Source: an optimization exercise on an open RTL-to-GDS flow (aim: small area and a short achievable clock period). Production flows keep margins and buffers that such runs may drop.
In this exercise RTL edits were held to simulation tests only and were not proved equivalent to the original.
Power and IR drop assume default switching activity.

[flow/run.sh]
#!/bin/bash
# synth_recipe.tcl (not shown) runs the flow's synth.tcl, then flattens the netlist and writes it again
# the make line also repeats each setting of config.mk as NAME=value (left out here)
make -C /OpenROAD-flow-scripts/flow DESIGN_CONFIG=/design/flow/config.mk WORK_HOME=/design/flow/orfs CLKGATE_MAP_FILE= SYNTH_SCRIPT=/design/flow/synth_recipe.tcl finish
[flow/config.mk]
export PLATFORM = sky130hd
export DESIGN_NAME = pq_top
export DESIGN_NICKNAME = pq_top
export VERILOG_FILES = /design/flow/design.v
export SDC_FILE = /design/flow/constraint.sdc
export NUM_CORES = 4
export LEC_CHECK = 0
export CAP_MARGIN = 20
export CORE_MARGIN = 2
export CORE_UTILIZATION = 62
export SETUP_SLACK_MARGIN = 4.6
export SLEW_MARGIN = 20
[flow/constraint.sdc]
create_clock -name core_clock -period 8.0 [get_ports {clk}]
set_input_delay 1.6000 -clock core_clock [delete_from_list [all_inputs] [get_ports {clk}]]
set_output_delay 1.6000 -clock core_clock [all_outputs]
set_load 0.01 [all_outputs]
[flow/design.v]
`default_nettype none
module pkt_fifo #(
    parameter int fifo_depth = 32,
    parameter int word_w     = 33
) (
    input  wire                            clk,
    input  wire                            wr_en,
    input  wire  [fifo_depth-1:0]          wr_sel,
    input  wire  [word_w-1:0]              wr_word,
    input  wire  [$clog2(fifo_depth)-1:0]  rd_addr,
    output logic [word_w-1:0]              rd_word
);
    logic [word_w-1:0] mem [fifo_depth];
    always_ff @(posedge clk) begin
        for (int i = 0; i < fifo_depth; i++) begin
            if (wr_en && wr_sel[i]) begin
                mem[i] <= wr_word;
            end
        end
    end
    assign rd_word = mem[rd_addr];
endmodule
`default_nettype wire
`default_nettype none
module pkt_classifier #(
    parameter int num_prio = 4,
    parameter int data_w   = 32,
    parameter int len_w    = 8,
    parameter int fw_w     = 6
) (
    input  wire                        clk,
    input  wire                        rst,
    input  wire                        in_sop,
    input  wire                        in_eop,
    input  wire                        in_vld,
    input  wire  [data_w-1:0]          in_data,
    input  wire  [num_prio-1:0]        prio_en,
    input  wire  [num_prio*fw_w-1:0]   free_words,
    output logic [num_prio-1:0]        q_vld,
    output logic [1:0]                 q_sel,
    output logic                       q_eop,
    output logic                       drop
);
    logic [2:0]       hdr_prio;
    logic [len_w-1:0] hdr_len;
    logic [num_prio-1:0] fit;
    logic keep_now;
    logic keep_cur;
    logic       in_pkt;
    logic       keep_q;
    logic [1:0] sel_q;
    assign hdr_prio = in_data[data_w-1 -: 3];
    assign hdr_len  = in_data[data_w-4 -: len_w];
    for (genvar g = 0; g < num_prio; g++) begin : g_fit
        assign fit[g] = prio_en[g] && (len_w'(free_words[g*fw_w +: fw_w]) >= hdr_len);
    end
    assign keep_now = !hdr_prio[2] && fit[hdr_prio[1:0]];
    assign keep_cur = in_sop ? keep_now : (in_pkt && keep_q);
    assign q_sel    = in_sop ? hdr_prio[1:0] : sel_q;
    assign q_eop    = in_vld && keep_cur && in_eop;
    for (genvar g = 0; g < num_prio; g++) begin : g_steer
        assign q_vld[g] = in_vld && keep_cur && (q_sel == 2'(g));
    end
    always_ff @(posedge clk) begin
        if (rst) begin
            in_pkt <= 1'b0;
            drop   <= 1'b0;
        end else begin
            drop <= in_vld && in_sop && !keep_now;
            if (in_vld) begin
                in_pkt <= in_sop ? !in_eop : (in_pkt && !in_eop);
            end
        end
    end
    always_ff @(posedge clk) begin
        if (in_vld && in_sop) begin
            keep_q <= keep_now;
            sel_q  <= hdr_prio[1:0];
        end
    end
endmodule
`default_nettype wire
`default_nettype none
module strict_sched #(
    parameter int num_prio = 4,
    parameter int word_w   = 33
) (
    input  wire                        clk,
    input  wire                        rst,
    input  wire  [num_prio-1:0]        pkt_avail,
    input  wire  [num_prio*word_w-1:0] nxt_word,
    input  wire  [num_prio-1:0]        nxt_byp,
    input  wire  [word_w-1:0]          s_word,
    output logic [num_prio-1:0]        q_load,
    output logic                       take,
    output logic [1:0]                 grant,
    input  wire                        out_ready,
    output logic                       out_sop,
    output logic                       out_eop,
    output logic                       out_vld,
    output logic [word_w-2:0]          out_data,
    output logic                       fwd
);
    logic             busy;
    logic             lock;
    logic             last;
    logic [1:0]       hi_idx;
    logic [1:0]       sel;
    logic [word_w-1:0] word_n;
    logic [word_w-1:0] word_a;
    logic [word_w-1:0] word_b;
    assign out_vld = busy;
    assign {out_eop, out_data} = word_a;
    assign take    = busy && out_ready;
    assign lock    = !busy && (|pkt_avail);
    assign last    = take && out_eop;
    always_comb begin
        hi_idx = '0;
        for (int i = 0; i < num_prio; i++) begin
            if (pkt_avail[i]) begin
                hi_idx = 2'(i);
            end
        end
    end
    assign sel    = busy ? grant : hi_idx;
    assign word_n = nxt_byp[sel] ? s_word : nxt_word[sel*word_w +: word_w];
    for (genvar g = 0; g < num_prio; g++) begin : g_load
        assign q_load[g] = (lock || (take && !out_eop)) && (sel == 2'(g));
    end
    always_ff @(posedge clk) begin
        word_a <= (lock || take) ? word_n : word_b;
        word_b <= (lock || take) ? word_n : word_a;
        if (lock) begin
            grant <= hi_idx;
        end
        out_sop <= lock || (out_sop && !take);
    end
    always_ff @(posedge clk) begin
        if (rst) begin
            busy <= 1'b0;
            fwd  <= 1'b0;
        end else begin
            fwd <= last;
            if (lock) begin
                busy <= 1'b1;
            end else if (last) begin
                busy <= 1'b0;
            end
        end
    end
endmodule
`default_nettype wire
`default_nettype none
module pq_regs #(
    parameter int num_prio = 4,
    parameter int data_w   = 32,
    parameter int addr_w   = 4,
    parameter int cnt_w    = 16
) (
    input  wire                 clk,
    input  wire                 rst,
    input  wire                 psel,
    input  wire                 penable,
    input  wire                 pwrite,
    input  wire  [addr_w-1:0]   paddr,
    input  wire  [data_w-1:0]   pwdata,
    output logic [data_w-1:0]   prdata,
    output logic                pready,
    output logic                pslverr,
    input  wire                 drop,
    input  wire                 fwd,
    input  wire  [num_prio-1:0] pkt_avail_next,
    output logic [num_prio-1:0] prio_en
);
    logic [cnt_w-1:0] drop_cnt;
    logic [cnt_w-1:0] fwd_cnt;
    logic [cnt_w-1:0] drop_cnt_d;
    logic [cnt_w-1:0] fwd_cnt_d;
    logic [cnt_w-1:0] drop_cnt_1;
    logic [cnt_w-1:0] fwd_cnt_1;
    logic [num_prio-1:0] prio_en_d;
    logic [cnt_w-1:0] rd_d;
    logic access;
    logic wr_ctrl;
    logic wr_drop;
    logic wr_fwd;
    logic drop_up;
    logic fwd_up;
    assign access = psel && penable;
    assign pready = 1'b1;
    assign wr_ctrl = access && pwrite && (paddr == 4'h0);
    assign wr_drop = access && pwrite && (paddr == 4'h8);
    assign wr_fwd  = access && pwrite && (paddr == 4'hc);
    assign drop_cnt_1 = drop_cnt + 1'b1;
    assign fwd_cnt_1  = fwd_cnt + 1'b1;
    assign drop_up    = drop && (drop_cnt != '1);
    assign fwd_up     = fwd && (fwd_cnt != '1);
    assign prio_en_d  = rst ? '1 : wr_ctrl ? pwdata[num_prio-1:0] : prio_en;
    assign drop_cnt_d = rst ? '0 : wr_drop ? cnt_w'(drop) :
                        (({cnt_w{drop_up}} & drop_cnt_1) | ({cnt_w{!drop_up}} & drop_cnt));
    assign fwd_cnt_d  = rst ? '0 : wr_fwd ? cnt_w'(fwd) :
                        (({cnt_w{fwd_up}} & fwd_cnt_1) | ({cnt_w{!fwd_up}} & fwd_cnt));
    always_ff @(posedge clk) begin
        prio_en  <= prio_en_d;
        drop_cnt <= drop_cnt_d;
        fwd_cnt  <= fwd_cnt_d;
    end
    always_comb begin
        case (paddr)
            4'h0:    rd_d = cnt_w'(prio_en_d);
            4'h4:    rd_d = cnt_w'(pkt_avail_next);
            4'h8:    rd_d = drop_cnt_d;
            4'hc:    rd_d = fwd_cnt_d;
            default: rd_d = '0;
        endcase
    end
    always_ff @(posedge clk) begin
        prdata[cnt_w-1:0] <= rd_d;
        pslverr           <= (paddr[1:0] != 2'b00);
    end
    assign prdata[data_w-1:cnt_w] = '0;
endmodule
`default_nettype wire
`default_nettype none
module pq_top #(
    parameter int num_prio   = 4,
    parameter int fifo_depth = 32
) (
    input  wire           clk,
    input  wire           rst,
    input  wire           in_sop,
    input  wire           in_eop,
    input  wire           in_vld,
    input  wire  [31:0]   in_data,
    output logic          out_sop,
    output logic          out_eop,
    output logic          out_vld,
    output logic [31:0]   out_data,
    input  wire           out_ready,
    input  wire           psel,
    input  wire           penable,
    input  wire           pwrite,
    input  wire  [3:0]    paddr,
    input  wire  [31:0]   pwdata,
    output logic [31:0]   prdata,
    output logic          pready,
    output logic          pslverr
);
    localparam int data_w = 32;
    localparam int word_w = data_w + 1;
    localparam int aw     = $clog2(fifo_depth);
    localparam int fw_w   = aw + 1;
    logic [num_prio-1:0]       wr;
    logic [1:0]                wr_sel;
    logic                      wr_eop;
    logic                      drop;
    logic                      fwd;
    logic [num_prio-1:0]       prio_en;
    logic [fw_w-1:0]           wptr [num_prio];
    logic [fw_w-1:0]           wptr_t [num_prio];
    logic [fw_w-1:0]           pkt_cnt [num_prio];
    logic [fw_w-1:0]           free [num_prio];
    logic [num_prio-1:0]       avail;
    logic [num_prio-1:0]       avail_next;
    logic [num_prio*fw_w-1:0]  free_words;
    logic [num_prio-1:0]       s_we;
    logic [aw-1:0]             s_addr;
    logic [aw-1:0]             s_addr1;
    logic [fifo_depth-1:0]     s_oh;
    logic [word_w-1:0]         s_word;
    logic [num_prio*word_w-1:0] nxt_flat;
    logic [num_prio-1:0]       nxt_byp;
    logic [num_prio-1:0]       q_load;
    logic                      take;
    logic [1:0]                grant;
    pq_regs #(.num_prio(num_prio)) i_regs (
        .clk(clk), .rst(rst),
        .psel(psel), .penable(penable), .pwrite(pwrite),
        .paddr(paddr), .pwdata(pwdata),
        .prdata(prdata), .pready(pready), .pslverr(pslverr),
        .drop(drop), .fwd(fwd), .pkt_avail_next(avail_next), .prio_en(prio_en)
    );
    pkt_classifier #(.num_prio(num_prio), .fw_w(fw_w)) i_cls (
        .clk(clk), .rst(rst),
        .in_sop(in_sop), .in_eop(in_eop), .in_vld(in_vld), .in_data(in_data),
        .prio_en(prio_en), .free_words(free_words),
        .q_vld(wr), .q_sel(wr_sel), .q_eop(wr_eop), .drop(drop)
    );
    always_ff @(posedge clk) begin
        if (rst) begin
            s_we <= '0;
        end else begin
            s_we <= wr;
        end
        s_addr  <= wptr_t[wr_sel][aw-1:0];
        s_addr1 <= wptr_t[wr_sel][aw-1:0] + 1'b1;
        for (int i = 0; i < fifo_depth; i++) begin
            s_oh[i] <= (wptr_t[wr_sel][aw-1:0] == aw'(i));
        end
        s_word  <= {in_eop, in_data};
    end
    for (genvar g = 0; g < num_prio; g++) begin : g_q
        logic dec;
        logic rd;
        logic s_inc;
        logic ge2;
        logic [fw_w-1:0]   free_t;
        logic [fw_w-1:0]   cnt_t;
        logic [aw-1:0]     ra;
        logic [word_w-1:0] rd_word;
        logic [word_w-1:0] nxt;
        pkt_fifo #(.fifo_depth(fifo_depth), .word_w(word_w)) i_fifo (
            .clk(clk),
            .wr_en(s_we[g]), .wr_sel(s_oh), .wr_word(s_word),
            .rd_addr(ra), .rd_word(rd_word)
        );
        assign s_inc     = s_we[g] && s_word[word_w-1];
        assign wptr_t[g] = wptr[g] + fw_w'(s_we[g]);
        assign free_t    = free[g] - fw_w'(s_we[g]);
        assign cnt_t     = pkt_cnt[g] + fw_w'(s_inc);
        assign free_words[g*fw_w +: fw_w] = free_t;
        assign rd  = take && (grant == 2'(g));
        assign dec = rd && out_eop;
        assign ge2 = (pkt_cnt[g] > fw_w'(1)) || ((pkt_cnt[g] == fw_w'(1)) && s_inc);
        assign avail_next[g] = (wr[g] && in_eop) || ge2 || (avail[g] && !dec);
        assign nxt_byp[g] = s_we[g] && (s_addr1 == ra);
        assign nxt_flat[g*word_w +: word_w] = nxt;
        always_ff @(posedge clk) begin
            if (rst) begin
                wptr[g]    <= '0;
                pkt_cnt[g] <= '0;
                free[g]    <= fw_w'(fifo_depth);
                avail[g]   <= 1'b0;
                ra         <= aw'(1);
            end else begin
                wptr[g]    <= wptr_t[g];
                pkt_cnt[g] <= cnt_t - fw_w'(dec);
                free[g]    <= free_t + fw_w'(rd);
                avail[g]   <= avail_next[g];
                ra         <= ra + aw'(q_load[g]);
            end
        end
        always_ff @(posedge clk) begin
            if (q_load[g]) begin
                nxt <= (s_we[g] && (s_addr == ra)) ? s_word : rd_word;
            end else if (nxt_byp[g]) begin
                nxt <= s_word;
            end
        end
    end
    strict_sched #(.num_prio(num_prio), .word_w(word_w)) i_sched (
        .clk(clk), .rst(rst),
        .pkt_avail(avail), .nxt_word(nxt_flat), .nxt_byp(nxt_byp), .s_word(s_word),
        .q_load(q_load), .take(take), .grant(grant), .out_ready(out_ready),
        .out_sop(out_sop), .out_eop(out_eop), .out_vld(out_vld),
        .out_data(out_data), .fwd(fwd)
    );
endmodule
`default_nettype wire
==> metrics.cfg, run 1 <==
[status]
status = no timing/DRC/antenna violations

[clock_network]
cts_buffer_depth = 4
clkLatencyLatePin_ns = 1.00
cts_tree = built
cts_hold_buf = 0
htreeDepth = 5
cts-buffers-inserted = 453
path_clk_slew_ns = 0.06
clock_sinks = 4656
cts_root_buffer = clkbuf_16

[drt]
detail-route-antenna-nets = 0
vias = 109000
drtIter0Drc = 20900
drt_wl_total_um = 598000
avgViaCountPerCell = 7.32
first_pass_iters = 9
detail_route.wl_per_cell_um = 40.2
drc = 0

[floorplan]
core-area_um2 = 277000
initial_core_util_pct = 62.3
die_w_um = 532
pin_count = 146
rows = 193
die_h_um = 532
die_area_um2 = 283000

[power_and_ir_drop]
power.leakage_nw = 64.0
fin_total_pwr_mw = 58.2
ir_drop_uv = 227
pwr_density_cell_nw_per_um2 = 296

[yosys]
seq_area_frac_synth_pct = 79.3
synth_common_cells = 4361 x edfxtp_1, 1816 x a22oi_1, 630 x nand2_1
synth_seq_cells = 4656
post_synth_inst_count = 10300
yosys.area.top_type_share_pct = 75.9
synth_edf_count = 4361
synth.top_cells.by_area = edfxtp_1 76%, a22oi_1 7.9%, dfxtp_1 3.4%, nand2_1 1.4%, nor2_1 1.2%
yosysMostFrequentCell = edfxtp_1
synthArstFlopShare_pct = 0
yosys_warnings = 11
synth_area_um2 = 173000
yosys_most_used_dff = edfxtp_1
syn_avg_cell_area_um2 = 16.7
yosys.area.top_type = edfxtp_1
synthDistinctLibCells = 83

[timing]
worst_slew_pin_slew_ns = 1.25
min_period_ns = 3.61
grt_setup_unrepaired = true
slew_headroom_pct = 16.5
slew_violations = 0
setup_viol = 0
finalClockSkew_ns = 0.0466
fin_tns_setup_ns = 0
whs_ns = 0.426
fmax_ghz = 0.277
min_period_over_period_pct = 45.1
hold_violations = 0

[setup_path]
cp.arrival_ns = 4.47
endpoint_kind = register
crit_type = reg -> reg
cp_max_fo = 32
crit_path_frequent_cell = buf_4
required_ns = 8.87
crit_chain = buf_4 > xnor2_1 > and4_1 > a21oi_2 > buf_4 > a221oi_1 > nor2_1 > a211oi_1 > buf_4 > nor2_1
start_kind = register
cpMaxStageDelayCell = a221oi_1
cp_num_buf_inv = 3
cp_top_family = compound AO/OA/AOI/OAI gates
worst_path_largest_cell_delay_ns = 1.08

[global_route]
grt_first_pass_wirelength_um = 812000
grt_pass1_vias = 101000
antenna_found_initial = 26
grt_max_degree = 101
track_usage_pct = 41.6
grt_overflow = 0

[final_layout]
finalInstanceArea_um2 = 197000
drive_above_1_share_pct = 14.8
nets = 11000
syn_to_final_growth_pct = 13.9

[placement]
dp_hpwl_um = 309000
gp_congestion = 0.945
place_area_um2 = 180000
port_buffers = 100

[run]
drv_cap = 0

[min_path]
hold_path.class = reg -> reg

==> per-stage QoR <==
stage / std cells / worst slack (ns) / util (%)
floorplan: 10400 / 4.60 / -
global placement: 13900 / 3.03 / 64.9
detailed placement: 13900 / 2.97 / 64.9
CTS: 14900 / 4.60 / 70.8
global route: 14900 / 4.53 / 71.0
finish: 14900 / 4.39 / 71.0
==> kinds of logic (layout without fill, tap and decap cells) <==
| group | Yosys count | after routing | synth area share [%] |
|---|---|---|---|
| fa+ha+maj | 107 | 107 | 0.793 |
| compound gates | 2490 | 2492 | 10.7 |
| flops | 4656 | 4656 | 79.3 |
| buf+inv | 673 | 1490 | 1.80 |
| mux | 30 | 31 | 0.207 |
| simple gates | 2240 | 2240 | 6.43 |
| other cells | 2 | 26 | 0.00435 |
| xor+xnor | 139 | 139 | 0.706 |
==> worst paths after layout <==
kind / startpoint / to / slack (ns) / cells past startpoint
worst max-delay path: g_q[3].ra[3] / i_sched.word_a[3] / 4.39 / 10
worst min-delay path: i_sched.word_b[31] / i_sched.word_a[31] / 0.43 / 1
worst max register to register: g_q[3].ra[3] / i_sched.word_a[3] / 4.39 / 10
worst min register to register: i_sched.word_b[31] / i_sched.word_a[31] / 0.43 / 1
==> layout make-up <==
cell class | instances | area (µm²)
sequential | 4656 | 137000
fill | 17700 | 80200
multi-input combinational | 5026 | 35100
clock buffer | 585 | 12400
timing repair buffer | 550 | 4730
tap | 3705 | 4640
clock inverter | 264 | 2340
inverter | 91 | 342
antenna | 9 | 22.5
==> state kept, by name, indices dropped and copies added (netlist names), 5 cells and up <==
| register | flops |
|---|---|
| i_sched.word_a | 33 |
| i_regs.drop_cnt | 16 |
| pkt_cnt | 24 |
| i_regs.fwd_cnt | 16 |
| g_q.nxt | 132 |
| g_q.i_fifo.mem | 4224 |
| i_sched.word_b | 33 |
| s_addr | 5 |
| i_regs.prdata | 16 |
| s_addr1 | 5 |
| s_oh | 32 |
| s_word | 33 |
| g_q.ra | 20 |
| free | 24 |
| wptr | 20 |
==> power by group <==
part           switching (mW)  internal, mW
Combinational            6.19          2.65
Clock                    9.13          12.1
Sequential              0.700          27.4
Total                    16.0          42.1
==> per-layer routing <==
| layer | track usage [%] | vias up | wire, µm |
|---|---|---|---|
| met3 | 9.77 | 1780 | 89400 |
| met1 | 58.0 | 55000 | 206000 |
| met2 | 62.3 | 9513 | 264000 |
| li1 | - | 42600 | - |
| met4 | 20.8 | 12 | 38000 |
| met5 | 0.439 | - | 233 |
==> layout by cell type, fill, tap and decap left out, types with 33 or more instances in the layout <==
master,instances
clkinv_2,86
a22oi_1,1816
edfxtp_1,4361
clkdlybuf4s50_1,45
buf_4,393
and4_1,56
a222oi_1,57
dlygate4sd2_1,51
nor4_1,65
nand3_1,128
o21ai_0,52
nor2_4,94
a221oi_1,88
xnor2_1,56
clkbuf_16,470
nor2_1,496
dfxtp_1,233
dfxtp_4,43
and2_2,82
ha_1,101
nor3_1,84
inv_1,90
o31ai_1,93
or3_1,39
buf_6,33
clkbuf_1,95
xor2_1,82
clkinv_1,97
nand4_1,239
a21oi_1,132
and2_4,47
nand2_1,623
bufinv_16,37
nor2b_1,33
==> timing repair <==
| action | CTS | global route |
|---|---|---|
| buffers inserted | 71 | 11 |
| setup endpoints to repair | 281 | 159 |
| resized for setup | 280 | 68 |
| cloned | 2 | 1 |
| pin swaps | 43 | 13 |
==> run 2: changes to the inputs <==
--- a/flow/config.mk
+++ b/flow/config.mk
@@ -7,6 +7,8 @@
 export LEC_CHECK = 0
 export CAP_MARGIN = 20
 export CORE_MARGIN = 2
-export CORE_UTILIZATION = 62
-export SETUP_SLACK_MARGIN = 4.6
+export CORE_UTILIZATION = 55
+export CTS_CLUSTER_DIAMETER = 80
+export CTS_CLUSTER_SIZE = 30
+export SETUP_SLACK_MARGIN = 4.8
 export SLEW_MARGIN = 20
==> run 2 against run 1 <==
  * Via count down 2.4%
  * Die area is 13% higher
  * Flip-flop and latch count did not move
  * Combinational power up 12%
  * Critical path depth shrank 2
  * Clock skew grew 0.0089 ns
  * Wire length increased by 1.2%
  * Cell area shrank 2.9%
  * Highest routed layer unchanged
  * Non-clock buffer count grew 125
==> metrics.cfg, run 2 <==
[setup_path]
endpoint_kind = register
r2r_start = g_q[3].ra[3]
worstRegToRegCells = 8  ; -2
start_kind = register
crit_type = reg -> reg
required_ns = 8.70  ; -0.17 ns
cp.arrival_ns = 3.95  ; -0.52 ns
startpoint = g_q[3].ra[3]
cp_max_fo = 21  ; -34%

[floorplan]
die_area_um2 = 318000  ; +13%
rows = 205  ; +6.2%
die_h_um = 564  ; +6.1%
die_w_um = 564  ; +6.1%
core-area_um2 = 312000  ; +13%
initial_core_util_pct = 55.3  ; -7.0 points
pin_count = 146  ; unchanged

[run]
drv_cap = 0  ; unchanged

[yosys]
yosys-mux-area-fraction_pct = 0.207  ; unchanged
synth-simple-area-share_pct = 6.43  ; unchanged
synthArstFlopShare_pct = 0  ; unchanged
synth_seq_cells = 4656  ; unchanged
synthDistinctLibCells = 83  ; unchanged
synth_area_um2 = 173000  ; unchanged
synth.top_cells.by_area = edfxtp_1 76%, a22oi_1 7.9%, dfxtp_1 3.4%, nand2_1 1.4%, nor2_1 1.2%
synth_fa_ha_area_share_pct = 0.793  ; unchanged
synth_edf_count = 4361  ; unchanged
seq_area_frac_synth_pct = 79.3  ; unchanged
synth_common_cells = 4361 x edfxtp_1, 1816 x a22oi_1, 630 x nand2_1
yosys_most_used_dff = edfxtp_1
synth_xor_area_share_pct = 0.706  ; unchanged
yosys.area.top_type = edfxtp_1
yosys.area.top_type_share_pct = 75.9  ; unchanged
yosys_warnings = 11  ; unchanged
post_synth_inst_count = 10300  ; unchanged
synth_top_family_by_area = compound AO/OA/AOI/OAI gates
syn_avg_cell_area_um2 = 16.7  ; unchanged
synth_compound_area_share_pct = 10.7  ; unchanged
yosysMostFrequentCell = edfxtp_1

[final_layout]
syn_to_final_growth_pct = 10.6
mostFrequentLayoutCells = 4361 x edfxtp_1, 1814 x a22oi_1, 621 x nand2_1, 498 x nor2_1, 478 x buf_4
largest_reg_flops = 4224  ; unchanged
top_register = g_q.i_fifo.mem
nets = 10800  ; -1.2%
final_common_cell = edfxtp_1
largestRegisters = g_q.i_fifo.mem: 4224 flops, g_q.nxt: 132 flops
drive_above_1_share_pct = 13.9  ; -0.83 points
finalInstanceArea_um2 = 191000  ; -2.9%

[drt]
drc = 0  ; unchanged
avgViaCountPerCell = 7.11  ; -2.8%
detail-route-antenna-nets = 0  ; unchanged
vias = 106000  ; -2.4%
drt_wl_total_um = 605000  ; +1.2%
first_pass_iters = 8  ; -1
detail_route.wl_per_cell_um = 40.5  ; +0.84%
drtIter0Drc = 19900  ; -4.8%

[min_path]
hold_path_depth = 2  ; +1
hold_path.class = reg -> reg
min_from = i_sched.word_b[27]

[timing]
slew_headroom_pct = 18.6  ; +2.1 points
hold_violations = 0  ; unchanged
worst_slack_ns = 4.75  ; +0.360 ns
slew_violations = 0  ; unchanged
worst_slew_pin_slew_ns = 1.22  ; -0.0309 ns
setup_viol = 0  ; unchanged
fin_tns_setup_ns = 0  ; unchanged
finalClockSkew_ns = 0.0556  ; +0.00895 ns
fmax_ghz = 0.308  ; +11%
whs_ns = 0.450  ; +0.0232 ns
min_period_over_period_pct = 40.6  ; -4.5 points
grt_setup_unrepaired = true
min_period_ns = 3.25  ; -0.360 ns

[clock_network]
cts_buffer_depth = 4  ; unchanged
clock_sinks = 4656  ; unchanged
htreeDepth = 4  ; -1
cts-buffers-inserted = 199  ; -56%
cts_root_buffer = clkbuf_16
path_clk_slew_ns = 0.11  ; +0.05 ns
clkLatencyLatePin_ns = 0.98  ; -0.02 ns
cts_tree = built

[power_and_ir_drop]
ir_drop_uv = 237  ; +4.2%
pwr_density_cell_nw_per_um2 = 266  ; -10%
power.leakage_nw = 60.8  ; -5.0%

[global_route]
grt_first_pass_wirelength_um = 816000  ; +0.60%
grt_max_degree = 103  ; +2.0%
grt_pass1_vias = 98700  ; -2.4%
track_usage_pct = 37.6  ; -4.0 points
grt_overflow = 0  ; unchanged
antenna_found_initial = 27  ; +3.8%

[placement]
port_buffers = 100  ; unchanged
dp_slack_ns = 3.14  ; +0.173 ns
gp_congestion = 0.976  ; +3.3%
place_area_um2 = 180000  ; +0.43%
dp_hpwl_um = 315000  ; +1.8%

[status]
status = no timing/DRC/antenna violations

[run 2: cell counts after synthesis]
No cell type changed its count.
[run 2: cell type report]
cell class                 instances  area, µm²
fill                           22700     121000
inverter                          91        345
multi-input combinational       5027      35700
clock buffer                     256       5340
clock inverter                    86        985
sequential                      4656     137000
tap                             4140       5180
timing repair buffer             675       6130
antenna                           13       32.5
[run 2: path summary, 6_finish.rpt]
kind,to,slack (ns)
worst max-delay path,g_q[3].nxt[25],4.75
worst min-delay path,i_sched.word_a[27],0.45
worst max register to register,g_q[3].nxt[25],4.75
worst min register to register,i_sched.word_a[27],0.45
[run 2: what timing repair did]
| item | in CTS | in global routing |
|---|---|---|
| gates resized for setup | 409 | 136 |
| pin swaps | 89 | 23 |
| hold buffers | 0 | 0 |
| endpoints found under the setup margin | 437 | 176 |
| setup buffers | 159 | 34 |
| cloned | 4 | 2 |
[run 2: per-stage QoR]
stage	total power [mW]	instances	utilization [%]
floorplan	32.3	10400	-
global placement	36.6	14400	57.8
detailed placement	36.7	14400	57.8
CTS	49.9	14900	60.7
global route	51.8	14900	61.2
finish	50.7	14900	61.2
[run 2: cell families (layout without fill, tap and decap cells)]
family | Yosys count | in the layout
muxes | 30 | 31
buffers and inverters | 673 | 1108
and+or+nand+nor | 2240 | 2241
DFF | 4656 | 4656
adders and majority gates | 107 | 107
other | 2 | 30
AOI/OAI and AO/OA | 2490 | 2492
xor gates and xnor gates | 139 | 139
[run 2: worst max-delay path: stages (launching register included)]
cell and delay, ns:
dfxtp_2 0.55, nand2b_4 0.37, nor2_4 0.11, buf_6 0.27
a22oi_1 0.27, and4_1 0.30, nand4_1 0.24, nor4_4 0.69
o31ai_1 0.14
[run 2: power by group]
group	switching, mW	internal (mW)	total, mW	leakage [nW]
Combinational	6.72	3.16	9.88	16.1
Clock	7.77	5.13	12.9	3.05
Sequential	0.592	27.4	28.0	41.7
[run 2: layer usage]
layer / track usage [%] / share of wire (%) / vias up
met2: 57.8 / 45 / 8040
li1: - / - / 42100
met3: 7.06 / 13 / 1302
met1: 52.5 / 36 / 54900
met4: 17.4 / 5.7 / 6
met5: 0 / 0.0076 / -
==> run 3: changes to the inputs <==
--- a/flow/config.mk
+++ b/flow/config.mk
@@ -10,5 +10,5 @@
 export CORE_UTILIZATION = 55
 export CTS_CLUSTER_DIAMETER = 80
 export CTS_CLUSTER_SIZE = 30
-export SETUP_SLACK_MARGIN = 4.8
+export SETUP_SLACK_MARGIN = 5.0
 export SLEW_MARGIN = 20
==> run 3 against run 2 <==
  * Total power down 1.4%
  * Clock skew grew 0.0081 ns
  * Synthesized cell count stayed put
  * Sequential power increased by 1%
  * Worst setup slack better by 0.095 ns
  * Non-clock buffer count increased by 145
  * Wire length up 1.6%
  * Combinational power down 11%
  * Sequential share of layout area fell by 0.73 points
  * Critical path type is now reg -> out
  * Largest cell class unchanged
==> metrics.cfg, run 3 <==
[drt]
avgViaCountPerCell = 7.17  ; +0.73%
drtIter0Drc = 20400  ; +2.1%
drt_wl_total_um = 615000  ; +1.6%
detail_route.wl_per_cell_um = 40.8  ; +0.82%
drc = 0  ; unchanged
vias = 108000  ; +1.5%
first_pass_iters = 8  ; unchanged
detail-route-antenna-nets = 0  ; unchanged

[global_route]
grt_max_degree = 101  ; -1.9%
track_usage_pct = 37.8  ; +0.18 points
grt_first_pass_wirelength_um = 821000  ; +0.60%
antenna_found_initial = 39  ; +44%
grt_overflow = 0  ; unchanged
grt_pass1_vias = 98700  ; +0.011%

[timing]
fmax_ghz = 0.317  ; +3.0%
grt_setup_unrepaired = true
finalClockSkew_ns = 0.0637  ; +0.00812 ns
min_period_ns = 3.15  ; -0.0945 ns
worst_slack_ns = 4.85  ; +0.0945 ns
worst_slew_pin_slew_ns = 1.19  ; -0.0325 ns
hold_violations = 0  ; unchanged
min_period_over_period_pct = 39.4  ; -1.2 points
fin_tns_setup_ns = 0  ; unchanged
slew_violations = 0  ; unchanged
whs_ns = 0.430  ; -0.0192 ns
slew_headroom_pct = 20.7  ; +2.2 points
setup_viol = 0  ; unchanged

[floorplan]
pin_count = 146  ; unchanged
initial_core_util_pct = 55.3  ; unchanged
die_w_um = 564  ; unchanged
die_h_um = 564  ; unchanged
core-area_um2 = 312000  ; unchanged
rows = 205  ; unchanged
die_area_um2 = 318000  ; unchanged

[yosys]
syn_avg_cell_area_um2 = 16.7  ; unchanged
synthArstFlopShare_pct = 0  ; unchanged
seq_area_frac_synth_pct = 79.3  ; unchanged
synth_edf_count = 4361  ; unchanged
synth_common_cells = 4361 x edfxtp_1, 1816 x a22oi_1, 630 x nand2_1
yosysMostFrequentCell = edfxtp_1
synth.top_cells.by_area = edfxtp_1 76%, a22oi_1 7.9%, dfxtp_1 3.4%, nand2_1 1.4%, nor2_1 1.2%
synth_seq_cells = 4656  ; unchanged
yosys_warnings = 11  ; unchanged
yosys.area.top_type = edfxtp_1
synth_area_um2 = 173000  ; unchanged
yosys_most_used_dff = edfxtp_1
yosys.area.top_type_share_pct = 75.9  ; unchanged
post_synth_inst_count = 10300  ; unchanged
synthDistinctLibCells = 83  ; unchanged

[run]
drv_cap = 0  ; unchanged

[setup_path]
start_kind = register
crit_type = reg -> out
cp_top_family = flip-flops
crit_chain = buf_6
cp_max_fo = 2  ; -90%
r2r_start = g_q[2].ra[1]
rr_endpoint = g_q[2].nxt[32]
cp_num_buf_inv = 1  ; unchanged
required_ns = 6.40  ; -2.30 ns
worst_path_largest_cell_delay_ns = 0.46  ; -0.23 ns
cpMaxStageDelayCell = dfxtp_4
cp.arrival_ns = 1.55  ; -2.40 ns
reg2reg_slack_ns = 4.94  ; +0.19 ns
worstRegToRegCells = 9  ; +1
crit_cells = 1  ; -7
endpoint_kind = output port

[min_path]
hold_path.class = reg -> reg
min_from = i_sched.word_b[32]
hold_path_end = i_sched.word_a[32]
hold_path_depth = 2  ; unchanged

[power_and_ir_drop]
ir_drop_uv = 329  ; +39%
power.leakage_nw = 61.8  ; +1.6%
pwr_density_cell_nw_per_um2 = 259  ; -2.5%
fin_total_pwr_mw = 50.0  ; -1.4%

[placement]
dp_slack_ns = 3.09  ; -0.0531 ns
dp_hpwl_um = 318000  ; +0.99%
gp_congestion = 0.953  ; -2.4%
port_buffers = 100  ; unchanged

[clock_network]
clock_sinks = 4656  ; unchanged
path_clk_slew_ns = 0.12  ; about the same
clkLatencyLatePin_ns = 0.98  ; about the same
htreeDepth = 4  ; unchanged
cts_buffer_depth = 4  ; unchanged
cts-buffers-inserted = 197  ; -1.0%
cts_tree = built
cts_hold_buf = 0  ; unchanged
cts_root_buffer = clkbuf_16

[status]
status = no timing/DRC/antenna violations

[final_layout]
syn_to_final_growth_pct = 11.8
nets = 11000  ; +1.3%
mostFrequentLayoutCells = 4361 x edfxtp_1, 1797 x a22oi_1, 617 x nand2_1, 544 x buf_4, 489 x nor2_1
drive_above_1_share_pct = 15.9  ; +2.0 points
largest_reg_flops = 4224  ; unchanged
top_register = g_q.i_fifo.mem
largestRegisters = g_q.i_fifo.mem: 4224 flops, g_q.nxt: 132 flops
utilization_pct = 61.9  ; +0.67 points
final_common_cell = edfxtp_1

==> run 3: cell type report <==
| class | count | area (µm²) |
|---|---|---|
| well taps | 4140 | 5180 |
| fillers | 22400 | 119000 |
| inverters | 91 | 345 |
| flip-flops and latches | 4656 | 137000 |
| multi-input cells | 5028 | 35800 |
| clock buffers | 241 | 5270 |
| repair buffers | 820 | 8180 |
| diodes | 5 | 12.5 |
| clock inverters | 82 | 993 |
==> run 3: layer usage <==
metal	vias to the layer above	part of all wire [%]	GRT usage (%)	wire length [µm]
met5	-	0.027	0	166
met3	1404	14	8.00	86200
met2	8772	45	57.2	274000
met1	55400	36	53.3	221000
met4	24	5.5	16.7	33600
li1	42300	-	-	-
==> run 3: per-stage QoR <==
stage	instance area, µm²	cells
floorplan	173000	10400
global placement	180000	14400
detailed placement	180000	14400
CTS	190000	14900
global route	193000	15100
finish	193000	15100
==> run 3: how the worst max path moves through the flow <==
stage / start / end / slack (ns)
2_1_floorplan: in_sop / s_addr1[4] / 4.64
3_3_place_gp: out_ready / g_q[3].nxt[7] / 3.16
3_5_place_dp: out_ready / g_q[3].nxt[7] / 3.09
4_1_cts: i_sched.word_a[29] / out_data[29] / 4.80
5_1_grt: i_sched.word_a[29] / out_data[29] / 4.84
6_report: i_sched.word_a[21] / out_data[21] / 4.85
==> run 3: what timing repair did <==
action / CTS / global route
pin swaps: 113 / 81
gates resized for setup: 697 / 198
setup endpoints to repair: 464 / 210
buffers inserted: 205 / 145
cloned: 14 / 14
==> run 3: logic make-up after synthesis <==
kind of cell / after synthesis / synth area share [%]
buffers and inverters: 673 / 1.80
adders and majority gates: 107 / 0.793
other: 2 / 0.00435
AOI/OAI and AO/OA: 2490 / 10.7
DFF: 4656 / 79.3
xor gates and xnor gates: 139 / 0.706
and+or+nand+nor: 2240 / 6.43
muxes: 30 / 0.207
==> run 3: where the power goes <==
part	switching, mW	internal, mW	total (mW)
sequential	0.958	27.4	28.4
clock	7.70	5.15	12.8
combinational	5.81	3.02	8.83
==> run 4: changes to the inputs <==
--- a/flow/design.v
+++ b/flow/design.v
@@ -207,10 +207,10 @@
     end
     always_comb begin
         case (paddr)
-            4'h0:    rd_d = cnt_w'(prio_en_d);
+            4'h0:    rd_d = cnt_w'(prio_en);
             4'h4:    rd_d = cnt_w'(pkt_avail_next);
-            4'h8:    rd_d = drop_cnt_d;
-            4'hc:    rd_d = fwd_cnt_d;
+            4'h8:    rd_d = ({cnt_w{drop_up}} & drop_cnt_1) | ({cnt_w{!drop_up}} & drop_cnt);
+            4'hc:    rd_d = ({cnt_w{fwd_up}} & fwd_cnt_1) | ({cnt_w{!fwd_up}} & fwd_cnt);
             default: rd_d = '0;
         endcase
     end
@@ -264,8 +264,6 @@
     logic [num_prio-1:0]       avail_next;
     logic [num_prio*fw_w-1:0]  free_words;
     logic [num_prio-1:0]       s_we;
-    logic [aw-1:0]             s_addr;
-    logic [aw-1:0]             s_addr1;
     logic [fifo_depth-1:0]     s_oh;
     logic [word_w-1:0]         s_word;
     logic [num_prio*word_w-1:0] nxt_flat;
@@ -292,8 +290,6 @@
         end else begin
             s_we <= wr;
         end
-        s_addr  <= wptr_t[wr_sel][aw-1:0];
-        s_addr1 <= wptr_t[wr_sel][aw-1:0] + 1'b1;
         for (int i = 0; i < fifo_depth; i++) begin
             s_oh[i] <= (wptr_t[wr_sel][aw-1:0] == aw'(i));
         end
@@ -323,7 +319,11 @@
         assign dec = rd && out_eop;
         assign ge2 = (pkt_cnt[g] > fw_w'(1)) || ((pkt_cnt[g] == fw_w'(1)) && s_inc);
         assign avail_next[g] = (wr[g] && in_eop) || ge2 || (avail[g] && !dec);
-        assign nxt_byp[g] = s_we[g] && (s_addr1 == ra);
+        logic byp_h;
+        logic byp_l;
+        logic [aw-1:0] wa;
+        assign wa = wptr_t[g][aw-1:0];
+        assign nxt_byp[g] = byp_h;
         assign nxt_flat[g*word_w +: word_w] = nxt;
         always_ff @(posedge clk) begin
             if (rst) begin
@@ -341,8 +341,17 @@
             end
         end
         always_ff @(posedge clk) begin
+            if (rst) begin
+                byp_h <= 1'b0;
+                byp_l <= 1'b0;
+            end else begin
+                byp_h <= wr[g] && (q_load[g] ? (wa == ra) : (wa == ra - 1'b1));
+                byp_l <= wr[g] && (q_load[g] ? (wa == ra + 1'b1) : (wa == ra));
+            end
+        end
+        always_ff @(posedge clk) begin
             if (q_load[g]) begin
-                nxt <= (s_we[g] && (s_addr == ra)) ? s_word : rd_word;
+                nxt <= byp_l ? s_word : rd_word;
             end else if (nxt_byp[g]) begin
                 nxt <= s_word;
             end
--- a/flow/config.mk
+++ b/flow/config.mk
@@ -8,7 +8,5 @@
 export CAP_MARGIN = 20
 export CORE_MARGIN = 2
 export CORE_UTILIZATION = 55
-export CTS_CLUSTER_DIAMETER = 80
-export CTS_CLUSTER_SIZE = 30
-export SETUP_SLACK_MARGIN = 5.0
+export SETUP_SLACK_MARGIN = 4.8
 export SLEW_MARGIN = 20
==> run 4 against run 3 <==
  * Flip-flop and latch count fell by 2
  * Non-clock buffer count is 33 lower
  * Critical path type is now reg -> reg
  * Critical path depth increased by 7
  * Synthesized cell count is 2.8% higher
  * Combinational power increased by 22%
  * Count of clock-buffer cells in the layout grew 357
  * Sequential power about the same
  * Clock skew down 0.012 ns
  * Hold slack improved by 0.0075 ns
==> metrics.cfg, run 4 <==
[timing]
slew_headroom_pct = 17.5  ; -3.3 points
setup_viol = 0  ; unchanged
hold_violations = 0  ; unchanged
worst_slew_pin_slew_ns = 1.24  ; +0.0492 ns
fmax_ghz = 0.299  ; -5.6%
slew_violations = 0  ; unchanged
finalClockSkew_ns = 0.0520  ; -0.0117 ns
grt_setup_unrepaired = true
whs_ns = 0.438  ; +0.00747 ns
min_period_ns = 3.34  ; +0.189 ns
min_period_over_period_pct = 41.8  ; +2.4 points
worst_slack_ns = 4.66  ; -0.189 ns
fin_tns_setup_ns = 0  ; unchanged

[placement]
dp_hpwl_um = 385000  ; +21%
dp_slack_ns = 2.80  ; -0.296 ns
gp_congestion = 0.921  ; -3.3%
port_buffers = 100  ; unchanged
place_area_um2 = 187000  ; +3.8%
dp.cells = 14900  ; +3.6%

[final_layout]
seq_area_um2 = 137000  ; about the same
drive_above_1_share_pct = 19.2  ; +3.3 points
nets = 11500  ; +4.5%
top_register = g_q.i_fifo.mem
largest_reg_flops = 4224  ; unchanged
utilization_pct = 64.2  ; +2.4 points
layoutNonFillerInstCount = 16000  ; +6.4%
nFillCells = 22700  ; +1.3%
final_common_cell = edfxtp_1
largestRegisters = g_q.i_fifo.mem: 4224 flops, g_q.nxt: 132 flops
multi_input_area_um2 = 42300  ; +18%
finalInstanceArea_um2 = 208000  ; +7.8%
mostFrequentLayoutCells = 4361 x edfxtp_1, 707 x a22oi_1, 539 x buf_4, 518 x mux2i_1, 478 x clkbuf_16
syn_to_final_growth_pct = 16.2

[yosys]
post_synth_inst_count = 10600  ; +2.8%
yosys.area.top_type_share_pct = 73.2  ; -2.7 points
yosys_warnings = 11  ; unchanged
synthArstFlopShare_pct = 0  ; unchanged
synth_area_um2 = 179000  ; +3.7%
yosysMostFrequentCell = edfxtp_1
yosys_most_used_dff = edfxtp_1
synthDistinctLibCells = 95  ; +14%
synth_seq_cells = 4654  ; -0.043%
synth_common_cells = 4361 x edfxtp_1, 712 x a22oi_1, 519 x mux2i_1
syn_avg_cell_area_um2 = 16.8  ; +0.93%
yosys.area.top_type = edfxtp_1
seq_area_frac_synth_pct = 76.5  ; -2.9 points
synth_edf_count = 4361  ; unchanged
synth.top_cells.by_area = edfxtp_1 73%, dfxtp_1 3.3%, a22oi_1 3.0%, mux2i_1 2.9%, nand2_1 1.1%

[global_route]
grt_max_degree = 80  ; -21%
antenna_found_initial = 67  ; +72%
grt_first_pass_wirelength_um = 935000  ; +14%
track_usage_pct = 41.9  ; +4.1 points
grt_pass1_vias = 108000  ; +9.2%
grt_overflow = 0  ; unchanged

[power_and_ir_drop]
ir_drop_uv = 227  ; -31%
internal-power_mw = 43.1  ; +21%
power.switching_mw = 17.7  ; +22%
seq_power_share_pct = 46.6  ; -10 points
power.leakage_nw = 65.6  ; +6.3%
combPwrFrac_pct = 17.8  ; +0.2 points
switching_share_pct = 29.1  ; +0.22 points
pwr_density_cell_nw_per_um2 = 292  ; +13%
fin_total_pwr_mw = 60.7  ; +21%
clkPwrFrac_pct = 35.6  ; +9.9 points

[setup_path]
worstRegToRegCells = 8  ; -1
r2r_start = g_q[1].ra[3]
worst_path_largest_cell_delay_ns = 0.60  ; +0.14 ns
cp.arrival_ns = 4.08  ; +2.53 ns
cp_num_buf_inv = 2  ; +1
required_ns = 8.74  ; +2.34 ns
cp_top_family = simple AND/OR/NAND/NOR gates
endpoint_kind = register
crit_chain = clkbuf_8 > and2_4 > buf_4 > a22oi_1 > o22ai_1 > nor2_1 > and4_1 > a41oi_1
start_kind = register
rr_endpoint = g_q[1].nxt[27]
reg2reg_slack_ns = 4.66  ; -0.28 ns
crit_type = reg -> reg
cpMaxStageDelayCell = nor2_1
cp_max_fo = 37  ; +35

[drt]
drtIter0Drc = 22700  ; +11%
avgViaCountPerCell = 7.34  ; +2.4%
drt_wl_total_um = 706000  ; +15%
vias = 118000  ; +9.0%
detail-route-antenna-nets = 0  ; unchanged
drc = 0  ; unchanged
first_pass_iters = 8  ; unchanged
detail_route.wl_per_cell_um = 44.1  ; +8.0%

[clock_network]
cts_buffer_depth = 4  ; unchanged
path_clk_slew_ns = 0.07  ; -0.05 ns
cts-buffers-inserted = 465  ; +140%
cts_tree = built
clock_sinks = 4654  ; -0.043%
cts_root_buffer = clkbuf_16
htreeDepth = 5  ; +1
clkLatencyLatePin_ns = 1.03  ; +0.05 ns

[status]
status = no timing/DRC/antenna violations

[floorplan]
die_w_um = 574  ; +1.8%
pin_count = 146  ; unchanged
initial_core_util_pct = 55.2  ; -0.079 points
die_h_um = 574  ; +1.8%
core-area_um2 = 324000  ; +3.9%
rows = 209  ; +2.0%
die_area_um2 = 330000  ; +3.7%

[min_path]
hold_path_end = i_sched.word_a[11]
hold_path.class = reg -> reg
min_from = i_sched.word_b[11]
hold_path_depth = 1  ; -1

[run]
drv_cap = 0  ; unchanged

-- run 4: cell count changes in the layout (fill, tap and decap cells not counted), sizes merged, moves of 154 or more --
cell,change
a22oi,-1104
clkinv,+173
mux2i,+511
clkbuf,+348
o22ai,+154
nand4,-162
-- run 4: metal layers --
layer / share of wire [%] / wire, µm / vias to the layer above / GRT usage (%)
met4: 7.0 / 49400 / 40 / 24.0
met5: 0.039 / 276 / - / 0
met2: 43 / 301000 / 10900 / 60.3
met3: 16 / 111000 / 2205 / 12.7
met1: 35 / 245000 / 59800 / 56.9
li1: - / - / 44700 / -
-- run 4: area by class of cell --
class / instances / area share (%)
Sequential cell: 4654 / 65.9
Multi-Input combinational cell: 5244 / 20.3
Clock buffer: 598 / 6.00
Timing Repair Buffer: 787 / 3.78
Tap cell: 4325 / 2.60
Clock inverter: 265 / 1.14
Inverter: 115 / 0.217
Antenna cell: 38 / 0.0457
-- run 4: kinds of logic (layout without fill, tap and decap cells) --
kind of cell,after synthesis,count (layout),synth area share [%]
xor gates and xnor gates,145,145,0.717
other,2,55,0.00420
muxes,708,710,4.55
DFF,4654,4654,76.5
adders and majority gates,129,129,0.919
buffers and inverters,748,1765,1.83
AOI/OAI and AO/OA,2389,2391,10.3
and+or+nand+nor,1849,1852,5.26
-- run 4: worst max-delay path by stage --
stage / startpoint / to / slack, ns / cells past startpoint
floorplan: out_ready / pkt_cnt[0][4] / 4.74 / 13
global placement: out_ready / g_q[3].nxt[15] / 2.83 / 8
detailed placement: out_ready / g_q[3].nxt[15] / 2.80 / 8
CTS: g_q[0].ra[1] / g_q[0].nxt[7] / 4.75 / 13
global route: g_q[3].ra[0] / g_q[3].nxt[17] / 4.63 / 10
finish: g_q[1].ra[3] / g_q[1].nxt[27] / 4.66 / 8
-- run 4: what timing repair did --
action                                  4_1_cts  5_1_grt
endpoints found under the setup margin      399      216
pin swaps                                    67       84
gates cloned                                 24        5
buffers inserted                            163       66
hold buffers                                  0        0
resized for setup                           709      181
-- run 4: worst reg2reg max path, stage by stage (launching register included) --
cell and delay, ns:
dfxtp_4 0.41, clkbuf_8 0.32, and2_4 0.39, buf_4 0.30, a22oi_1 0.29, o22ai_1 0.13, nor2_1 0.60, and4_1 0.46
a41oi_1 0.15
-- run 4: power groups by stage --
stage,clock [mW],combinational [mW],sequential [mW]
after floorplan,0,4.34,28.2
after detailed placement,0,8.76,28.8
final,21.6,10.8,28.3
after global routing,22.5,10.9,28.3
after global placement,0,8.66,28.8
after CTS,21.6,9.98,28.2
==> run 5: changes to the inputs <==
--- a/flow/config.mk
+++ b/flow/config.mk
@@ -8,5 +8,7 @@
 export CAP_MARGIN = 20
 export CORE_MARGIN = 2
 export CORE_UTILIZATION = 55
+export CTS_CLUSTER_DIAMETER = 80
+export CTS_CLUSTER_SIZE = 30
 export SETUP_SLACK_MARGIN = 4.8
 export SLEW_MARGIN = 20
==> run 5 against run 4 <==
  * Now fails the layout checks on antenna rules
  * Count of clock-buffer cells in the layout shrank 354
  * Flip-flop and latch count stayed put
  * Critical path depth increased by 1
  * Cell area shrank 4.1%
  * Global-route usage down 0.59 points
  * Via count down 2.1%
  * Fmax is 0.23% higher
  * Area after synthesis stayed put
  * Critical path type unchanged
  * Critical endpoint is now g_q[0].nxt[29]
  * Largest cell class unchanged
  * Highest routed layer unchanged
==> metrics.cfg, run 5 <==
[timing]
hold_violations = 0  ; unchanged
whs_ns = 0.437  ; -0.000420 ns
fmax_ghz = 0.300  ; +0.23%
slew_violations = 0  ; unchanged
min_period_ns = 3.33  ; -0.00753 ns
slew_headroom_pct = 17.4  ; -0.067 points
min_period_over_period_pct = 41.7  ; -0.094 points
fin_tns_setup_ns = 0  ; unchanged
grt_setup_unrepaired = true
finalClockSkew_ns = 0.0682  ; +0.0162 ns
worst_slew_pin_slew_ns = 1.24  ; +0.00100 ns
setup_viol = 0  ; unchanged

[drt]
drc = 0  ; unchanged
detail-route-antenna-nets = 1  ; +1
drt_wl_total_um = 697000  ; -1.4%
avgViaCountPerCell = 7.43  ; +1.2%
first_pass_iters = 9  ; +1
vias = 115000  ; -2.1%
detail_route.wl_per_cell_um = 44.9  ; +2.0%
drtIter0Drc = 22600  ; -0.51%

[clock_network]
clock_sinks = 4654  ; unchanged
cts_buffer_depth = 4  ; unchanged
cts-buffers-inserted = 200  ; -57%
path_clk_slew_ns = 0.12  ; +0.05 ns
cts_tree = built
cts_hold_buf = 0  ; unchanged
clkLatencyLatePin_ns = 1.00  ; -0.03 ns
htreeDepth = 4  ; -1
cts_root_buffer = clkbuf_16

[yosys]
yosys-mux-area-fraction_pct = 4.55  ; unchanged
yosys_warnings = 11  ; unchanged
synth_common_cells = 4361 x edfxtp_1, 712 x a22oi_1, 519 x mux2i_1
yosysMostFrequentCell = edfxtp_1
syn_avg_cell_area_um2 = 16.8  ; unchanged
post_synth_inst_count = 10600  ; unchanged
yosys.area.top_type = edfxtp_1
synth_area_um2 = 179000  ; unchanged
yosys_most_used_dff = edfxtp_1
synth_xor_area_share_pct = 0.717  ; unchanged
synth_seq_cells = 4654  ; unchanged
synth_fa_ha_area_share_pct = 0.919  ; unchanged
synth_compound_area_share_pct = 10.3  ; unchanged
synth-simple-area-share_pct = 5.26  ; unchanged
synthDistinctLibCells = 95  ; unchanged
synth_edf_count = 4361  ; unchanged
seq_area_frac_synth_pct = 76.5  ; unchanged
yosys.area.top_type_share_pct = 73.2  ; unchanged
synth.top_cells.by_area = edfxtp_1 73%, dfxtp_1 3.3%, a22oi_1 3.0%, mux2i_1 2.9%, nand2_1 1.1%
synthArstFlopShare_pct = 0  ; unchanged
synth_top_family_by_area = compound AO/OA/AOI/OAI gates

[global_route]
grt_pass1_vias = 105000  ; -2.7%
met3_usage_pct = 12.1  ; -0.55 points
grtUsageMet2_pct = 60.2  ; -0.12 points
antenna_found_initial = 52  ; -22%
use_met1_pct = 56.2  ; -0.66 points
grt_overflow = 0  ; unchanged
grt_first_pass_wirelength_um = 921000  ; -1.5%
top_usage_layer = met2
track_usage_pct = 41.3  ; -0.59 points
grt_max_degree = 80  ; unchanged

[setup_path]
rr_endpoint = g_q[0].nxt[29]
startpoint = g_q[0].ra[1]
worstRegToRegCells = 9  ; +1
reg2reg_slack_ns = 4.67  ; about the same
crit_type = reg -> reg
cp_max_fo = 29  ; -22%
r2r_start = g_q[0].ra[1]
cp.arrival_ns = 4.07  ; about the same
endpoint = g_q[0].nxt[29]
start_kind = register
endpoint_kind = register
required_ns = 8.73  ; about the same

[placement]
dp.cells = 14900  ; unchanged
port_buffers = 100  ; unchanged
gp_congestion = 0.921  ; unchanged
dp_hpwl_um = 385000  ; unchanged

[power_and_ir_drop]
power.leakage_nw = 61.5  ; -6.3%
ir_drop_uv = 210  ; -7.3%
pwr_density_cell_nw_per_um2 = 261  ; -11%

[final_layout]
final_common_cell = edfxtp_1
top_register = g_q.i_fifo.mem
largestRegisters = g_q.i_fifo.mem: 4224 flops, g_q.nxt: 132 flops
largest_reg_flops = 4224  ; unchanged
layoutNonFillerInstCount = 15500  ; -3.3%
mostFrequentLayoutCells = 4361 x edfxtp_1, 710 x a22oi_1, 541 x buf_4, 518 x mux2i_1, 476 x nand2_1
nets = 11200  ; -2.3%
drive_above_1_share_pct = 16.6  ; -2.6 points
syn_to_final_growth_pct = 11.5

[floorplan]
core-area_um2 = 324000  ; unchanged
rows = 209  ; unchanged
die_area_um2 = 330000  ; unchanged
die_h_um = 574  ; unchanged
die_w_um = 574  ; unchanged
initial_core_util_pct = 55.2  ; unchanged
pin_count = 146  ; unchanged

[status]
status = failed layout checks
violations = antenna rules

[run]
drv_cap = 0  ; unchanged

[min_path]
hold_path.class = reg -> reg

run 5: repair_timing:
item	4_1_cts	5_1_grt
buffers inserted	169	62
gates cloned	21	7
pin swaps	59	63
endpoints found under the setup margin	455	147
resized for setup	642	163
run 5: cell type report:
type | instances | area, µm²
antenna | 34 | 85.1
clock buffer | 244 | 5360
clock inverter | 99 | 1050
fill | 23500 | 124000
inverter | 115 | 452
multi-input combinational | 5244 | 42200
sequential | 4654 | 137000
tap | 4325 | 5410
timing repair buffer | 788 | 7900
run 5: routing by layer:
metal  vias up  wire, µm
li1      43800         -
met1     59000    241000
met2     10400    300000
met3      1932    109000
met4        36     46400
met5         -       239
run 5: worst min path at each step:
| stage | to | cells after the start | startpoint |
|---|---|---|---|
| CTS | i_sched.word_a[19] | 1 | i_sched.word_b[19] |
| floorplan | i_sched.word_a[0] | 1 | i_sched.word_b[0] |
| detailed placement | i_sched.word_a[19] | 1 | i_sched.word_b[19] |
| global route | i_sched.word_a[11] | 1 | i_sched.word_b[11] |
| global placement | i_sched.word_a[19] | 1 | i_sched.word_b[19] |
| finish | i_sched.word_a[11] | 1 | i_sched.word_b[11] |
run 5: logic make-up after synthesis:
family | after synthesis
flip-flops | 4654
buffers and inverters | 748
AO/OA/AOI/OAI | 2389
multiplexers | 708
AND/OR/NAND/NOR | 1849
adder cells (fa/ha/maj) | 129
XOR/XNOR | 145
other | 2
run 5: worst max-delay path, stage by stage (launching register included):
cell and delay [ns]:
dfxtp_4 0.39, inv_1 0.08, ha_1 0.21, buf_12 0.19, nor4bb_2 0.25, buf_4 0.25
a221oi_2 0.47, o211ai_1 0.45, nor4_2 0.57, a31oi_1 0.14
run 5: report_power, final:
part | total (mW) | internal [mW] | switching, mW
clock | 13.1 | 5.17 | 7.90
combinational | 10.8 | 3.56 | 7.19
sequential | 28.3 | 27.3 | 0.935
run 5: stage by stage:
step	instance area [µm²]	total power [mW]	utilization [%]	setup WS [ns]
after global routing	199000	52.8	61.6	4.73
final	200000	52.1	61.6	4.67
after CTS	198000	51.2	61.1	4.70
after global placement	187000	37.4	57.8	2.83
after detailed placement	187000	37.5	57.8	2.80
after floorplan	179000	32.6	-	4.74
==> run 6: changes to the inputs <==
--- a/flow/config.mk
+++ b/flow/config.mk
@@ -7,7 +7,7 @@
 export LEC_CHECK = 0
 export CAP_MARGIN = 20
 export CORE_MARGIN = 2
-export CORE_UTILIZATION = 55
+export CORE_UTILIZATION = 52
 export CTS_CLUSTER_DIAMETER = 80
 export CTS_CLUSTER_SIZE = 30
 export SETUP_SLACK_MARGIN = 4.8
==> run 6 against run 5 <==
  * Now clean on timing, DRC and antenna
  * Fmax down 1.4%
  * Combinational power rose by 4%
  * Core utilization decreased by 3.0 points
  * Synthesized cell count did not move
  * Critical path depth down 1
  * Clock power hardly changed
  * Critical endpoint is now g_q[3].nxt[5]
  * Largest power group unchanged
==> metrics.cfg, run 6 <==
[status]
status = no timing/DRC/antenna violations

[floorplan]
initial_core_util_pct = 52.2  ; -3.0 points
die_h_um = 591  ; +2.8%
die_w_um = 591  ; +2.8%
die_area_um2 = 349000  ; +5.7%
rows = 215  ; +2.9%
pin_count = 146  ; unchanged
core-area_um2 = 343000  ; +5.8%

[timing]
grt_setup_unrepaired = true
finalClockSkew_ns = 0.0783  ; +0.0101 ns
fin_tns_setup_ns = 0  ; unchanged
min_period_over_period_pct = 42.3  ; +0.61 points
fmax_ghz = 0.296  ; -1.4%
hold_violations = 0  ; unchanged
worst_slew_pin_slew_ns = 1.23  ; -0.0137 ns
slew_headroom_pct = 18.3  ; +0.91 points
min_period_ns = 3.38  ; +0.0484 ns
slew_violations = 0  ; unchanged
setup_viol = 0  ; unchanged

[global_route]
track_usage_pct = 39.3  ; -2.0 points
grt_first_pass_wirelength_um = 926000  ; +0.54%
grt_pass1_vias = 105000  ; +0.042%
grt_overflow = 0  ; unchanged
antenna_found_initial = 55  ; +5.8%
grt_max_degree = 86  ; +7.5%

[clock_network]
clkLatencyLatePin_ns = 1.04  ; +0.04 ns
cts_root_buffer = clkbuf_16
clock_sinks = 4654  ; unchanged
path_clk_slew_ns = 0.11  ; about the same
cts_buffer_depth = 4  ; unchanged
cts-buffers-inserted = 199  ; -0.50%
htreeDepth = 4  ; unchanged
cts_tree = built
cts_hold_buf = 0  ; unchanged

[setup_path]
start_kind = register
crit_path_frequent_cell = buf_4
required_ns = 8.77  ; +0.04 ns
cp_top_family = compound AO/OA/AOI/OAI gates
crit_chain = buf_4 > nor2b_2 > buf_4 > nand2_1 > o21ai_0 > a221oi_1 > o211a_1 > a31oi_1
cpMaxStageDelayCell = buf_4
cp.arrival_ns = 4.15  ; +0.08 ns
cp_max_fo = 19  ; -34%
crit_type = reg -> reg
endpoint_kind = register
worst_path_largest_cell_delay_ns = 0.50  ; -0.07 ns
cp_num_buf_inv = 2  ; -1

[placement]
port_buffers = 100  ; unchanged
gp_congestion = 0.920  ; -0.16%
place_area_um2 = 187000  ; about the same
dp.cells = 15100  ; +1.4%
dp_hpwl_um = 384000  ; -0.44%

[yosys]
yosys.area.top_type = edfxtp_1
syn_avg_cell_area_um2 = 16.8  ; unchanged
synthDistinctLibCells = 95  ; unchanged
synth_common_cells = 4361 x edfxtp_1, 712 x a22oi_1, 519 x mux2i_1
synth_area_um2 = 179000  ; unchanged
yosys_most_used_dff = edfxtp_1
synth.top_cells.by_area = edfxtp_1 73%, dfxtp_1 3.3%, a22oi_1 3.0%, mux2i_1 2.9%, nand2_1 1.1%
synthArstFlopShare_pct = 0  ; unchanged
synth_edf_count = 4361  ; unchanged
seq_area_frac_synth_pct = 76.5  ; unchanged
synth_seq_cells = 4654  ; unchanged
yosys.area.top_type_share_pct = 73.2  ; unchanged
yosys_warnings = 11  ; unchanged
post_synth_inst_count = 10600  ; unchanged
yosysMostFrequentCell = edfxtp_1

[final_layout]
largest_reg_flops = 4224  ; unchanged
nFillCells = 25700  ; +9.7%
top_register = g_q.i_fifo.mem
largestRegisters = g_q.i_fifo.mem: 4224 flops, g_q.nxt: 132 flops
syn_to_final_growth_pct = 12.1
final_common_cell = edfxtp_1
drive_above_1_share_pct = 17.0  ; +0.47 points
nets = 11200  ; +0.14%
mostFrequentLayoutCells = 4361 x edfxtp_1, 705 x a22oi_1, 519 x buf_4, 518 x mux2i_1, 468 x nand2_1
finalInstanceArea_um2 = 201000  ; +0.59%
layoutNonFillerInstCount = 15700  ; +1.5%

[power_and_ir_drop]
power.leakage_nw = 61.8  ; +0.52%
ir_drop_uv = 223  ; +5.9%
pwr_density_cell_nw_per_um2 = 263  ; +0.62%

[drt]
drc = 0  ; unchanged
detail-route-antenna-nets = 0  ; -1
vias = 115000  ; +0.22%
drt_wl_total_um = 703000  ; +0.85%
detail_route.wl_per_cell_um = 44.6  ; -0.67%
avgViaCountPerCell = 7.33  ; -1.3%
first_pass_iters = 9  ; unchanged
drtIter0Drc = 23200  ; +2.5%

[min_path]
hold_path.class = reg -> reg

[run]
drv_cap = 0  ; unchanged

[run 6: logic make-up (layout without fill, tap and decap cells)]
group	after synthesis	count (layout)	synth area share (%)
DFF	4654	4654	76.5
AOI/OAI and AO/OA	2389	2391	10.3
and+or+nand+nor	1849	1852	5.26
buffers and inverters	748	1259	1.83
muxes	708	710	4.55
xor gates and xnor gates	145	145	0.717
adders and majority gates	129	129	0.919
other	2	43	0.00420
[run 6: worst paths after layout]
kind / startpoint / end / slack (ns) / cells after the start
setup / recovery: g_q[3].ra[4] / g_q[3].nxt[5] / 4.62 / 8
hold / removal: i_sched.word_b[23] / i_sched.word_a[23] / 0.45 / 1
setup reg to reg: g_q[3].ra[4] / g_q[3].nxt[5] / 4.62 / 8
hold reg to reg: i_sched.word_b[23] / i_sched.word_a[23] / 0.45 / 1
[run 6: worst reg2reg max path: cells and delay by family (launching register included)]
family / cells / cell delay (ns)
AND/OR/NAND/NOR: 2 / 0.83
flip-flops: 1 / 0.42
AO/OA/AOI/OAI: 4 / 1.18
buffers and inverters: 2 / 0.73
[run 6: stage by stage]
step	hold slack (ns)	utilization [%]	setup WS, ns	power, mW
after floorplan	0.418	-	4.74	32.6
after global placement	0.422	54.7	2.85	37.5
after detailed placement	0.427	54.7	2.73	37.6
after CTS	0.452	58.1	4.76	51.7
after global routing	0.461	58.5	4.71	53.4
final	0.451	58.6	4.62	52.7
[run 6: layout make-up]
class	instances	area, µm²	share of cell area [%]
Clock buffer	243	5320	2.65
Inverter	115	475	0.237
Clock inverter	96	1160	0.580
Antenna cell	26	65.1	0.0324
Sequential cell	4654	137000	68.3
Timing Repair Buffer	805	8710	4.34
Multi-Input combinational cell	5244	42200	21.0
Tap cell	4557	5700	2.84
[run 6: per-layer routing]
metal / vias to the layer above / wire length, µm / GRT usage [%] / share of wire [%]
met4: 32 / 48300 / 21.2 / 6.9
met1: 58700 / 241000 / 53.1 / 34
met5: - / 441 / 0 / 0.063
met2: 10800 / 301000 / 57.6 / 43
li1: 43800 / - / - / -
met3: 2088 / 113000 / 11.7 / 16
[run 6: repair_timing]
item,CTS,global route
gates cloned,32,12
buffers inserted,193,63
endpoints found under the setup margin,438,159
gates resized for setup,744,172
pin swaps,72,74
[run 6: report_power, final]
part	total (mW)	switching (mW)	internal (mW)	leakage [nW]
logic	11.2	7.45	3.79	17.0
clock network	13.2	7.92	5.32	3.14
registers	28.2	0.915	27.3	41.6

afterwards: timing with drivers on the ports:
Ports are ideal in the flow. The routed layouts listed here were re-timed in OpenROAD.
Step 1 sets driving cells, clkbuf_16 on the clock port and buf_2 on the other inputs (assumed; they add their load-dependent delay and slew).
Step 2 moves the port delays by t, midway between the first and last clock arrival at a register: inputs arrive t later, outputs are due t later. That takes back most of the time a late clock gives input paths.
a / b / c = no drivers / after step 1 / after step 2; a / b = the first two.
| run | t (ns) | setup WS [ns] | worst setup path after step 2 | slew at the worst register clock pin (ns) | pins driven straight from the clock port |
|---|---|---|---|---|---|
| run 1 | 1.075 | 4.393 / 4.393 / 3.710 | input to register | 0.07 / 0.07 | 1 |
| run 2 | 1.052 | 4.753 / 4.727 / 3.918 | input to register | 0.12 / 0.12 | 1 |
| run 3 | 1.058 | 4.848 / 4.735 / 4.069 | input to register | 0.12 / 0.12 | 1 |
| run 4 | 1.118 | 4.659 / 4.659 / 3.855 | input to register | 0.07 / 0.07 | 1 |
| run 5 | 1.072 | 4.667 / 4.667 / 3.852 | input to register | 0.12 / 0.12 | 1 |
| run 6 | 1.103 | 4.618 / 4.618 / 3.893 | input to register | 0.12 / 0.12 | 1 |
For run 2, which loses most, drivers alone change the setup slack by -0.026 ns; drivers and shift together by -0.835 ns.
